What follows belongs to an exercise in optimizing a design on an open flow for small area and a short achievable clock period; a production flow would make more cautious choices. In this exercise RTL edits were held to simulation tests only and were not proved equivalent to the original. Power is estimated from default activity; no workload was simulated.

==> run a <==
## param_systolic_array
module param_systolic_array #(
  parameter int N      = sa_pkg::SA_N_DEF,
  parameter int DW     = sa_pkg::SA_DW_DEF,
  parameter int AW     = sa_pkg::sa_acc_width(N, DW),
  parameter bit SIGNED = 1'b0
) (
  input  logic            clk,
  input  logic            rst,
  input  logic            clear,
  input  logic            in_valid,
  output logic            in_ready,
  input  logic [N*DW-1:0] in_data,
  input  logic            w_valid,
  output logic            w_ready,
  input  logic [DW-1:0]   w_data,
  output logic            out_valid,
  output logic [N*AW-1:0] out_data,
  output sa_pkg::sa_state_e dbg_state
);
make LEC_CHECK=0 CAP_MARGIN=20 CORE_MARGIN=2 CORE_UTILIZATION=35 SETUP_SLACK_MARGIN=5 SLEW_MARGIN=20 SYNTH_HIERARCHICAL=1 finish   # period 10.0 ns
run.sh (not shown) runs the stock make flow with config.mk's settings and CLKGATE_MAP_FILE= SYNTH_SCRIPT=/design/flow/synth_recipe.tcl, a recipe that flattens the netlist after the stock synthesis.
==> run b (differences from run a) <==
==> flow/flow/run.sh (new file) <==
#!/bin/bash
set -uo pipefail
bash standard.sh SETUP_SLACK_MARGIN=5.6 finish > standard_flow.log 2>&1
status=$?
tail -40 standard_flow.log
exit $status
==> flow/standard.sh (new file) <==
#!/bin/bash
# synth_recipe.tcl (not shown) runs the flow's synth.tcl, then flattens the netlist and writes it again
# the make line also repeats each setting of config.mk as NAME=value (left out here)
make -C /OpenROAD-flow-scripts/flow DESIGN_CONFIG=/design/flow/config.mk WORK_HOME=/design/flow/orfs CLKGATE_MAP_FILE= SYNTH_SCRIPT=/design/flow/synth_recipe.tcl "${@:-finish}"
SETUP_SLACK_MARGIN = unset   (was 5)
removed: flow/run.sh
==> results.py <==
metrics = {
    "worst_setup_path": {
        "setup.worst_path.start": "rst",
        "critical_path.max_fanout": 2,
        "timing.critical_path.to_type": "output pin",
    },
    "finish": {
        "layoutNonFillerInstCount": 6496,
        "non_clock_buffer_area_share_pct": 2.956,
        "drive_gt1_share_pct": 9.053,
        "ant_diodes": 2,
    },
    "run_status": {
        "status": "complete, no violations",
    },
    "timing": {
        "holdWs_ps": 317.4,
    },
}
Source of the figures above: run a

==> results.py <==
metrics = {
    "worst_setup_path": {
        "critical_path.max_fanout": 20,
        "timing.critical_path.to_type": "flop",
        "cp-endpoint": "r2_7_0",
    },
    "timing": {
        "holdWs_ps": 316.1,
    },
    "finish": {
        "ant_diodes": 3,
        "non_clock_buffer_area_share_pct": 3.378,
        "drive_gt1_share_pct": 11.70,
    },
    "synthesis": {
        "synthArstFlopShare_pct": 1.697,
        "synth_compound_gate_area_share_pct": 13.66,
    },
    "run_status": {
        "status": "complete, no violations",
    },
}
Source of the figures above: run b



==> 08-19: inputs <==
Another version of the RTL of param_systolic_array (not shown whole).
Design param_systolic_array, start of the top module:
module param_systolic_array #(
  parameter int N      = sa_pkg::SA_N_DEF,
  parameter int DW     = sa_pkg::SA_DW_DEF,
  parameter int AW     = sa_pkg::sa_acc_width(N, DW),
  parameter bit SIGNED = 1'b0
) (
  input  logic            clk,
  input  logic            rst,
  input  logic            clear,
  input  logic            in_valid,
  output logic            in_ready,
  input  logic [N*DW-1:0] in_data,
  input  logic            w_valid,
  output logic            w_ready,
  input  logic [DW-1:0]   w_data,
  output logic            out_valid,
  output logic [N*AW-1:0] out_data,
  output sa_pkg::sa_state_e dbg_state
);
==> flow/config.mk <==
export PLATFORM = sky130hd
export DESIGN_NAME = param_systolic_array
export DESIGN_NICKNAME = param_systolic_array
export VERILOG_FILES = /design/flow/design.v
export SDC_FILE = /design/flow/constraint.sdc
export NUM_CORES = 4
export LEC_CHECK = 0
export CAP_MARGIN = 20
export CELL_PAD_IN_SITES_DETAIL_PLACEMENT = 1
export CELL_PAD_IN_SITES_GLOBAL_PLACEMENT = 1
export CORE_MARGIN = 2
export CORE_UTILIZATION = 45
export CTS_BUF_LIST = sky130_fd_sc_hd__clkbuf_4 sky130_fd_sc_hd__clkbuf_8
export PLACE_DENSITY = 0.5
export SLEW_MARGIN = 20
export SYNTH_HIERARCHICAL = 1
==> flow/constraint.sdc <==
create_clock -name core_clock -period 10.0 [get_ports {clk}]
set_input_delay 2.0000 -clock core_clock [delete_from_list [all_inputs] [get_ports {clk}]]
set_output_delay 2.0000 -clock core_clock [all_outputs]
set_load 0.01 [all_outputs]
standard.sh (not shown) runs the stock make flow with config.mk's settings and CLKGATE_MAP_FILE= SYNTH_SCRIPT=/design/flow/synth_recipe.tcl, a recipe that flattens the netlist after the stock synthesis.
==> flow/flow/run.sh <==
#!/bin/bash
set -uo pipefail
bash standard.sh SETUP_SLACK_MARGIN=5.65 "BUFFER_PORTS_ARGS=-buffer_cell sky130_fd_sc_hd__buf_1" finish > standard_flow.log 2>&1
status=$?
tail -40 standard_flow.log
exit $status
==> 09-24: changes against 08-19 <==
==> flow/flow/run.sh (replaced) <==
#!/bin/bash
set -uo pipefail
bash standard.sh SETUP_SLACK_MARGIN=5.7 "BUFFER_PORTS_ARGS=-buffer_cell sky130_fd_sc_hd__buf_1" finish > standard_flow.log 2>&1
status=$?
tail -40 standard_flow.log
exit $status
- CELL_PAD_IN_SITES_DETAIL_PLACEMENT: 1 -> default
- CELL_PAD_IN_SITES_GLOBAL_PLACEMENT: 1 -> default
- CORE_UTILIZATION: 45 -> 35
- CTS_CLUSTER_DIAMETER: default -> 60
- CTS_CLUSTER_SIZE: default -> 12
- PLACE_DENSITY: 0.5 -> default
==> run summary <==
- Clock-cell share: 0.0335
- Leak: 21.0 nW
- Crit path DAT: roughly 2300 ps
- Tot Pwr: 16.4 mW
- Initial antenna violation count: 15
- Outcome: complete, no violations
- Setup repair bufs after CTS: 1
- Combinational share of power: 0.476
- Grt met2 use: 0.348
- Multi-input logic area: approximately 33,000 um^2
- Post_cts resized: 37
the above is filed under 09-24

==> run summary <==
- Outcome: complete, no violations
- Leak: 21.7 nW
- Initial antenna violation count: 17
- Combinational share of power: 0.452
- Multi-input logic area: 32,700 um^2
the above is filed under 08-19

## separate check: timing with driven ports
How much do the figures lean on ideal ports? The routed layouts below were timed once more, with nothing changed but the port constraints. Step 1 (the two cells are an assumption about what drives the block):
set clk [get_ports {clk}]
set_driving_cell -lib_cell sky130_fd_sc_hd__clkbuf_16 $clk
set_driving_cell -lib_cell sky130_fd_sc_hd__buf_2 [delete_from_list [all_inputs] $clk]
Step 2 moves the port delays by t, midway between the first and last clock arrival at a register: inputs arrive t later, outputs are due t later. That takes back most of the time a late clock gives input paths. Three values: ideal, step 1, step 2; two values: the first two.
run | t (ns) | slack for setup (ns) | worst hold slack (ns) | worst data-port slew with drivers (ns)
run a | 0.799 | 5.165 / 5.140 / 5.140 | 0.317 / 0.317 / 0.317 | 0.07
run b | 0.797 | 5.544 / 5.544 / 5.415 | 0.316 / 0.316 / 0.316 | 0.06
08-19 | 0.989 | 5.645 / 5.622 / 5.454 | 0.313 / 0.313 / 0.313 | 0.04
09-24 | 0.939 | 5.665 / 5.631 / 5.631 | 0.269 / 0.269 / 0.269 | 0.08
After both steps every run listed still meets setup and hold. For 08-19, which loses most, drivers alone change the setup slack by -0.023 ns; drivers and shift together by -0.191 ns.
